Context: an optimization exercise on an open-source flow, tuned for small area. The choices shown serve that exercise and are no tape-out recipe. Function was checked by simulation only, so behaviour that the tests miss may differ from the original.

==> 09-19: inputs <==
Design arithmetic_unit, start of the top module:
module arithmetic_unit
(
  input  logic        clk,
  input  logic        rst,
  input  logic [31:0] a,
  input  logic [31:0] b,
  input  logic [2:0]  op,
  output logic [63:0] out
);
  logic [63:0]        out_q, out_d;
  logic               is_fmul, is_sub;
  logic [31:0]        mul_x, mul_y;
  logic [63:0]        mul_w;
  logic [32:0]        alu_w;
  logic [31:0]        alu_bi, alu_s;
  logic               alu_c, alu_bc, alu_pre, alu_z, alu_c31;
  logic               slt, sltu;
  logic [31:0]        fadd_w, fmul_w;
  logic               fm_s, fm_zero, fm_nan, fm_uf0, fm_uf1, fm_of0, fm_of1, fm_uf, fm_of;
  logic [9:0]         fm_e0, fm_e1, fm_e;
  logic [22:0]        fm_man;
  assign is_fmul = (op == OP_FMUL);
  assign is_sub  = (op != OP_ADD);
  assign mul_x = is_fmul ? {8'h00, 1'b1, a[22:0]} : a;
  assign mul_y = is_fmul ? {8'h00, 1'b1, b[22:0]} : b;
  mul32 u_mul (
    .x (mul_x),
    .y (mul_y),
    .p (mul_w)
  );
  always_comb begin
    alu_bi = b ^ {32{is_sub}};
    alu_c  = is_sub;
    alu_c31 = 1'b0;
    for (int i = 0; i < 8; i++) begin
      alu_s[i] = a[i] ^ alu_bi[i] ^ alu_c;
      alu_c    = (a[i] & alu_bi[i]) | (a[i] & alu_c) | (alu_bi[i] & alu_c);
    end
    for (int k = 1; k < 4; k++) begin
      alu_bc  = alu_c;
      alu_c   = 1'b0;
      alu_pre = 1'b1;
      for (int i = 8 * k; i < 8 * k + 8; i++) begin
        alu_z    = a[i] ^ alu_bi[i] ^ alu_c;
        alu_c    = (a[i] & alu_bi[i]) | (a[i] & alu_c) | (alu_bi[i] & alu_c);
        alu_s[i] = alu_z ^ (alu_bc & alu_pre);
        alu_pre  = alu_pre & alu_z;
        if (i == 30) alu_c31 = alu_c | (alu_bc & alu_pre);
      end
      alu_c = alu_c | (alu_bc & alu_pre);
    end
    alu_w = {alu_c ^ is_sub, alu_s};
  end
  assign sltu  = alu_w[32];
  assign slt   = alu_w[32] ^ a[31] ^ b[31];
  fp_add_sub u_fp_add_sub (
    .a_i   (a),
    .b_i   (b),
    .sub_i (op == OP_FSUB),
    .a_big_i (alu_c31),
    .res_o (fadd_w)
  );
  always_comb begin
    fm_s    = a[31] ^ b[31];
    fm_nan  = (a[30:23] == 8'hFF) || (b[30:23] == 8'hFF);
    fm_zero = (a[30:23] == 8'h00) || (b[30:23] == 8'h00);
    fm_e0   = {2'b00, a[30:23]} + {2'b00, b[30:23]} - 10'd127;
    fm_e1   = {2'b00, a[30:23]} + {2'b00, b[30:23]} - 10'd126;
    fm_uf0  = fm_zero || fm_e0[9] || fm_e0 == 10'd0;
    fm_uf1  = fm_zero || fm_e1[9] || fm_e1 == 10'd0;
    fm_of0  = fm_e0[8] || fm_e0[7:0] == 8'hFF;
  ...
export LEC_CHECK = 0
export ABC_AREA = 1
export CAP_MARGIN = 20
export CORE_MARGIN = 2
export CORE_UTILIZATION = 65
export SLEW_MARGIN = 20
create_clock -name core_clock -period 18.0 [get_ports {clk}]
run.sh (not shown) runs the stock make flow with config.mk's settings and CLKGATE_MAP_FILE= SYNTH_SCRIPT=/design/flow/synth_recipe.tcl, a recipe that flattens the netlist after the stock synthesis.
==> 07-01: changes against 09-19 <==
--- a/flow/design.v
+++ b/flow/design.v
@@ -20,17 +20,27 @@
   input  logic        sub_i,
   input  logic        a_big_i,
   output logic [31:0] res_o
 );
   logic                 sa, sb, sx, eff_sub, e_gt, ec;
   logic [FP_EXP_W-1:0]  ea, eb, ex, t, sh;
   logic [FP_MAN_W:0]    ma, mb, mx, sh_in, my_al;
-  logic [FP_MAN_W+1:0]  sum, v0, v1, v2, v3, v4, v5;
+  logic [FP_MAN_W+1:0]  sum, v1, v2, v3, v4, v5;
+  logic [31:0]          lzq;
+  logic [15:0]          lv1, lc1;
+  logic [7:0]           lv2;
+  logic [7:0][1:0]      lc2;
+  logic [3:0]           lv3;
+  logic [3:0][2:0]      lc3;
+  logic [1:0]           lv4;
+  logic [1:0][3:0]      lc4;
+  logic                 nz;
   logic [4:0]           lz;
   logic [9:0]           e_res;
+  logic                 e_uf, e_of;
   always_comb begin
     sa      = a_i[31];
     sb      = b_i[31] ^ sub_i;
     ea      = a_i[30:23];
     eb      = b_i[30:23];
     ma      = (ea == '0) ? '0 : {1'b1, a_i[22:0]};
     mb      = (eb == '0) ? '0 : {1'b1, b_i[22:0]};
@@ -44,33 +54,48 @@
     end
     e_gt  = ec;
     ex    = e_gt ? ea : eb;
     sh    = e_gt ? t : ~t;
     sh_in = e_gt ? {1'b0, mb[FP_MAN_W:1]} : (a_big_i ? mb : ma);
     my_al = (sh[7:5] != 3'd0) ? '0 : (sh_in >> sh[4:0]);
     sum   = eff_sub ? ({1'b0, mx} - {1'b0, my_al}) : ({1'b0, mx} + {1'b0, my_al});
-    v0    = sum;
-    lz[4] = (v0[24:9] == '0);
-    v1    = lz[4] ? {v0[8:0], 16'h0} : v0;
-    lz[3] = (v1[24:17] == '0);
+    lzq = {sum, 7'h7F};
+    for (int j = 0; j < 16; j++) begin
+      lv1[j]    = lzq[2 * j + 1] | lzq[2 * j];
+      lc1[j]    = ~lzq[2 * j + 1];
+    end
+    for (int j = 0; j < 8; j++) begin
+      lv2[j]    = lv1[2 * j + 1] | lv1[2 * j];
+      lc2[j]    = lv1[2 * j + 1] ? {1'b0, lc1[2 * j + 1]} : {1'b1, lc1[2 * j]};
+    end
+    for (int j = 0; j < 4; j++) begin
+      lv3[j]    = lv2[2 * j + 1] | lv2[2 * j];
+      lc3[j]    = lv2[2 * j + 1] ? {1'b0, lc2[j * 2 + 1]} : {1'b1, lc2[2 * j]};
+    end
+    for (int j = 0; j < 2; j++) begin
+      lv4[j]    = lv3[2 * j + 1] | lv3[2 * j];
+      lc4[j]    = lv3[2 * j + 1] ? {1'b0, lc3[2 * j + 1]} : {1'b1, lc3[2 * j]};
+    end
+    nz = (sum != 0);
+    lz = lv4[1] ? {1'b0, lc4[1]} : {1'b1, lc4[0]};
+    v1    = lz[4] ? {sum[8:0], 16'h0} : sum;
     v2    = lz[3] ? {v1[16:0], 8'h0} : v1;
-    lz[2] = (v2[24:21] == '0);
     v3    = lz[2] ? {v2[20:0], 4'h0} : v2;
-    lz[1] = (v3[24:23] == '0);
     v4    = lz[1] ? {v3[22:0], 2'h0} : v3;
-    lz[0] = ~v4[24];
     v5    = lz[0] ? {v4[23:0], 1'h0} : v4;
     e_res = {2'b00, ex} + 10'd1 - {5'b00000, lz};
+    e_uf  = (ex[7:5] == 3'd0) && (lz > ex[4:0]);
+    e_of  = (ex == 8'd254) && (lz == 5'd0);
     if (ea == 8'hFF || eb == 8'hFF) begin
       res_o = FP_QNAN;
-    end else if (!v5[24]) begin
+    end else if (!nz) begin
       res_o = 32'h0;
-    end else if (e_res[9] || e_res == 10'd0) begin
+    end else if (e_uf) begin
       res_o = {sx, 31'h0};
-    end else if (e_res[8] || e_res[7:0] == 8'hFF) begin
+    end else if (e_of) begin
       res_o = {sx, 8'hFF, 23'h0};
     end else begin
       res_o = {sx, e_res[7:0], v5[23:1]};
     end
   end
 endmodule
 import arith_pkg::*;
@@ -90,37 +115,39 @@
   logic [32:0]        alu_w;
   logic [31:0]        alu_bi, alu_s;
   logic               alu_c, alu_bc, alu_pre, alu_z, alu_c31;
   logic               slt, sltu;
   logic [31:0]        fadd_w, fmul_w;
   logic               fm_s, fm_zero, fm_nan, fm_uf0, fm_uf1, fm_of0, fm_of1, fm_uf, fm_of;
   logic [9:0]         fm_e0, fm_e1, fm_e;
+  logic [8:0]         fm_es;
+  logic               fm_ec;
   logic [22:0]        fm_man;
   assign is_fmul = (op == OP_FMUL);
   assign is_sub  = (op != OP_ADD);
   assign mul_x = is_fmul ? {8'h00, 1'b1, a[22:0]} : a;
   assign mul_y = is_fmul ? {8'h00, 1'b1, b[22:0]} : b;
   mul32 u_mul (
     .x (mul_x),
     .y (mul_y),
     .p (mul_w)
   );
   always_comb begin
-    alu_bi = b ^ {32{is_sub}};
-    alu_c  = is_sub;
+    alu_bi  = b ^ {32{is_sub}};
+    alu_c   = is_sub;
     alu_c31 = 1'b0;
-    for (int i = 0; i < 8; i++) begin
+    for (int i = 0; i < 4; i++) begin
       alu_s[i] = a[i] ^ alu_bi[i] ^ alu_c;
       alu_c    = (a[i] & alu_bi[i]) | (a[i] & alu_c) | (alu_bi[i] & alu_c);
     end
-    for (int k = 1; k < 4; k++) begin
+    for (int k = 1; k < 7; k++) begin
       alu_bc  = alu_c;
       alu_c   = 1'b0;
       alu_pre = 1'b1;
-      for (int i = 8 * k; i < 8 * k + 8; i++) begin
+      for (int i = 4 * k; i < ((k == 6) ? 32 : 4 * k + 4); i++) begin
         alu_z    = a[i] ^ alu_bi[i] ^ alu_c;
         alu_c    = (a[i] & alu_bi[i]) | (a[i] & alu_c) | (alu_bi[i] & alu_c);
         alu_s[i] = alu_z ^ (alu_bc & alu_pre);
         alu_pre  = alu_pre & alu_z;
         if (i == 30) alu_c31 = alu_c | (alu_bc & alu_pre);
       end
       alu_c = alu_c | (alu_bc & alu_pre);
@@ -136,20 +163,26 @@
     .a_big_i (alu_c31),
     .res_o (fadd_w)
   );
   always_comb begin
     fm_s    = a[31] ^ b[31];
     fm_nan  = (a[30:23] == 8'hFF) || (b[30:23] == 8'hFF);
     fm_zero = (a[30:23] == 8'h00) || (b[30:23] == 8'h00);
-    fm_e0   = {2'b00, a[30:23]} + {2'b00, b[30:23]} - 10'd127;
-    fm_e1   = {2'b00, a[30:23]} + {2'b00, b[30:23]} - 10'd126;
-    fm_uf0  = fm_zero || fm_e0[9] || fm_e0 == 10'd0;
-    fm_uf1  = fm_zero || fm_e1[9] || fm_e1 == 10'd0;
-    fm_of0  = fm_e0[8] || fm_e0[7:0] == 8'hFF;
-    fm_of1  = fm_e1[8] || fm_e1[7:0] == 8'hFF;
+    fm_ec = 1'b0;
+    for (int i = 0; i < 8; i++) begin
+      fm_es[i] = a[23 + i] ^ b[23 + i] ^ fm_ec;
+      fm_ec    = (a[23 + i] & b[23 + i]) | (a[23 + i] & fm_ec) | (b[23 + i] & fm_ec);
+    end
+    fm_es[8] = fm_ec;
+    fm_e0   = {2'b00, fm_es[7:0] + 8'h81};
+    fm_e1   = {2'b00, fm_es[7:0] + 8'h82};
+    fm_uf0  = fm_zero || (!fm_es[8] && !fm_es[7]);
+    fm_uf1  = fm_zero || (!fm_es[8] && !fm_es[7] && !(&fm_es[6:0]));
+    fm_of0  = fm_es[8] && (fm_es[7] || (&fm_es[6:1]));
+    fm_of1  = fm_es[8] && (fm_es[7] || ((&fm_es[6:2]) && (fm_es[1] || fm_es[0])));
     fm_uf   = mul_w[47] ? fm_uf1 : fm_uf0;
     fm_of   = mul_w[47] ? fm_of1 : fm_of0;
     fm_e    = mul_w[47] ? fm_e1 : fm_e0;
     fm_man  = mul_w[47] ? mul_w[46:24] : mul_w[45:23];
     if (fm_nan) begin
       fmul_w = FP_QNAN;
     end else if (fm_uf) begin
==> flow/flow/run.sh (new file) <==
#!/bin/bash
# Own flow: the standard layout, except that Yosys's generic synthesis skips its
# early "abc -fast" pass (synth -noabc). That pass rewrites the full-adder logic in
# inverted forms, so extract_fa then leaves inverters between the adder cells; the final
# technology-mapping abc pass still runs. The flip-flops get back the names the standard
# synthesis gives them (flow/fixregs.py), so they pair with the reference by name.
# The final technology mapping uses flow/abc_area_map.script, an area-oriented ABC
# mapping (dch -f; map -a) in place of ORFS's abc_area.script (dch; map -B 0.9).
# Every input and output port still gets its buffer, a plain buf_1 instead of the delay
# cell that buffer_ports picks by default.
set -euo pipefail
W=$(pwd)
sed -e 's#^  log_cmd abc {\*}$abc_args#  log_cmd abc {*}[lreplace $abc_args 1 1 '"$W"'/flow/abc_area_map.script]#' \
  "$FLOW_HOME/scripts/synth.tcl" > flow_synth_main.tcl
grep -q abc_area_map.script flow_synth_main.tcl
sed -e 's/yosys synth -nofsm -noshare /yosys synth -nofsm -noshare -noabc /' \
  -e "s#source \$::env(SCRIPTS_DIR)/synth.tcl#source $W/flow_synth_main.tcl#" synth_recipe.tcl > flow_synth.tcl
grep -q flow_synth_main.tcl flow_synth.tcl
grep -q -- '-noabc' flow_synth.tcl
echo "exec python3 $W/flow/fixregs.py \$::env(RESULTS_DIR)/1_2_yosys.v" >> flow_synth.tcl
sed -e "s#$W/synth_recipe.tcl#$W/flow_synth.tcl#" standard.sh > flow_standard.sh
grep -q flow_synth.tcl flow_standard.sh
bash flow_standard.sh "BUFFER_PORTS_ARGS=-buffer_cell sky130_fd_sc_hd__buf_1" finish > flow_make.log 2>&1
==> flow/flow/abc_area_map.script (new file) <==
strash
dch -f
map -a
topo
stime -c
buffer -c
upsize -c
dnsize -c
==> flow/flow/fixregs.py (new file) <==
#!/usr/bin/env python3
"""Give each output flip-flop the name the standard synthesis gives it:
the flip-flop whose Q drives out[k] becomes \\out_q[k]$_SDFF_PP0_ ."""
import re
import sys

path = sys.argv[1]
text = open(path).read()
pat = re.compile(r'(sky130_fd_sc_hd__dfxtp_\d+\s+)(\\\S+\s|\S+)(\s*\((?:[^;]*?)\.Q\(out\[(\d+)\]\)\s*\);)', re.S)
names = set()
count = 0


def sub(m):
    global count
    k = int(m.group(4))
    new = "\\out_q[%d]$_SDFF_PP0_ " % k
    assert new not in names
    names.add(new)
    count += 1
    return m.group(1) + new + m.group(3)


text = pat.sub(sub, text)
open(path, "w").write(text)
print("fixregs: named %d flip-flops" % count)
==> flow/standard.sh (new file) <==
#!/bin/bash
# synth_recipe.tcl (not shown) runs the flow's synth.tcl, then flattens the netlist and writes it again
# the make line also repeats each setting of config.mk as NAME=value (left out here)
make -C /OpenROAD-flow-scripts/flow DESIGN_CONFIG=/design/flow/config.mk WORK_HOME=/design/flow/orfs CLKGATE_MAP_FILE= SYNTH_SCRIPT=/design/flow/synth_recipe.tcl "${@:-finish}"
--- a/flow/config.mk
+++ b/flow/config.mk
@@ -4,9 +4,9 @@
 export VERILOG_FILES = /design/flow/design.v
 export SDC_FILE = /design/flow/constraint.sdc
 export NUM_CORES = 4
 export LEC_CHECK = 0
 export ABC_AREA = 1
 export CAP_MARGIN = 20
 export CORE_MARGIN = 2
-export CORE_UTILIZATION = 65
+export CORE_UTILIZATION = 50
 export SLEW_MARGIN = 20
removed: flow/run.sh
==> 09-12: changes against 09-19 <==
==> flow/flow/run.sh (new file) <==
#!/bin/bash
# Own flow: the standard layout, except that Yosys's generic synthesis skips its
# early "abc -fast" pass (synth -noabc). That pass rewrites the full-adder logic in
# inverted forms, so extract_fa then leaves inverters between the adder cells; the final
# technology-mapping abc pass still runs. The flip-flops get back the names the standard
# synthesis gives them (flow/fixregs.py), so they pair with the reference by name.
set -euo pipefail
W=$(pwd)
sed -e 's/yosys synth -nofsm -noshare /yosys synth -nofsm -noshare -noabc /' synth_recipe.tcl > flow_synth.tcl
grep -q -- '-noabc' flow_synth.tcl
echo "exec python3 $W/flow/fixregs.py \$::env(RESULTS_DIR)/1_2_yosys.v" >> flow_synth.tcl
sed -e "s#$W/synth_recipe.tcl#$W/flow_synth.tcl#" standard.sh > flow_standard.sh
grep -q flow_synth.tcl flow_standard.sh
bash flow_standard.sh finish > flow_make.log 2>&1
==> flow/flow/fixregs.py (new file) <==
#!/usr/bin/env python3
"""Give each output flip-flop the name the standard synthesis gives it:
the flip-flop whose Q drives out[k] becomes \\out_q[k]$_SDFF_PP0_ ."""
import re
import sys

path = sys.argv[1]
text = open(path).read()
pat = re.compile(r'(sky130_fd_sc_hd__dfxtp_\d+\s+)(\\\S+\s|\S+)(\s*\((?:[^;]*?)\.Q\(out\[(\d+)\]\)\s*\);)', re.S)
names = set()
count = 0


def sub(m):
    global count
    k = int(m.group(4))
    new = "\\out_q[%d]$_SDFF_PP0_ " % k
    assert new not in names
    names.add(new)
    count += 1
    return m.group(1) + new + m.group(3)


text = pat.sub(sub, text)
open(path, "w").write(text)
print("fixregs: named %d flip-flops" % count)
==> flow/standard.sh (new file) <==
#!/bin/bash
# synth_recipe.tcl (not shown) runs the flow's synth.tcl, then flattens the netlist and writes it again
# the make line also repeats each setting of config.mk as NAME=value (left out here)
make -C /OpenROAD-flow-scripts/flow DESIGN_CONFIG=/design/flow/config.mk WORK_HOME=/design/flow/orfs CLKGATE_MAP_FILE= SYNTH_SCRIPT=/design/flow/synth_recipe.tcl "${@:-finish}"
removed: flow/run.sh
==> summary.txt <==
Hold slack: 07-01 < 09-19 < 09-12.
Sequential share of layout area: 07-01 > 09-12 > 09-19.
Synthesized cell count: 09-19 is larger than 09-12 (about 8%).
Of 09-19 and 09-12, 09-19 has the higher die area (gap 4.8%, measured against 09-12).
Between 09-12 and 09-19, the lower first-iteration DRC count is in 09-19 (gap 30%, measured against 09-19).
==> figures <==
quantity	09-19	09-12	07-01
Overall routed net length	142,200 um	144,600 um	137,300 um
Final clock period utilization by the worst path	94.74%	94.75%	92.65%
Share of synthesized cell area in and, or, nand and nor gates	17.85%	16.42%	11.11%
Critical path endpoint	out_q[9]	out_q[0]	out_q[21]
Tap cell count	688	672	855
Clock network contribution to total cell area	0.8907%	0.9278%	0.9442%
Hold slack final	3.938 ns	3.963 ns	3.719 ns
NonClk Buf Share	6.606%	6.632%	4.438%
Starting Density	65.87%	65.93%	50.35%
Filler Cell Count	4,505	3,967	6,282
Run status	finished clean	finished clean	finished clean
Row cnt	84	82	93

-- what the ideal ports hide --
The flow's constraints put no driver on any port. The routed layouts listed below were extracted and timed again, unchanged, in two steps.
Step 1 sets driving cells, clkbuf_16 on the clock port and buf_2 on the other inputs (assumed; they add their load-dependent delay and slew).
Step 2 also shifts input and output timing later by t, the mid clock arrival at the registers, as if the neighbouring blocks saw the same clock.
a / b / c = ideal ports / drivers / drivers and shift; a / b = the first two.
run	t, ns	slack for setup (ns)	hold WS [ns]	clock arrival spread, ns	worst data-port slew with drivers (ns)
09-19	0.436	0.947 / 0.977 / 0.541	3.938 / 3.899 / 4.335	0.022 / 0.022	0.09
07-01	0.382	1.322 / 1.348 / 0.966	3.719 / 3.694 / 3.995	0.013 / 0.013	0.09
09-12	0.373	0.944 / 0.965 / 0.592	3.963 / 3.946 / 4.319	0.010 / 0.010	0.06
After both steps setup and hold are still met in every run listed. The setup slack of 09-19, which loses most, moves by +0.030 ns with the drivers and by -0.406 ns with both steps.
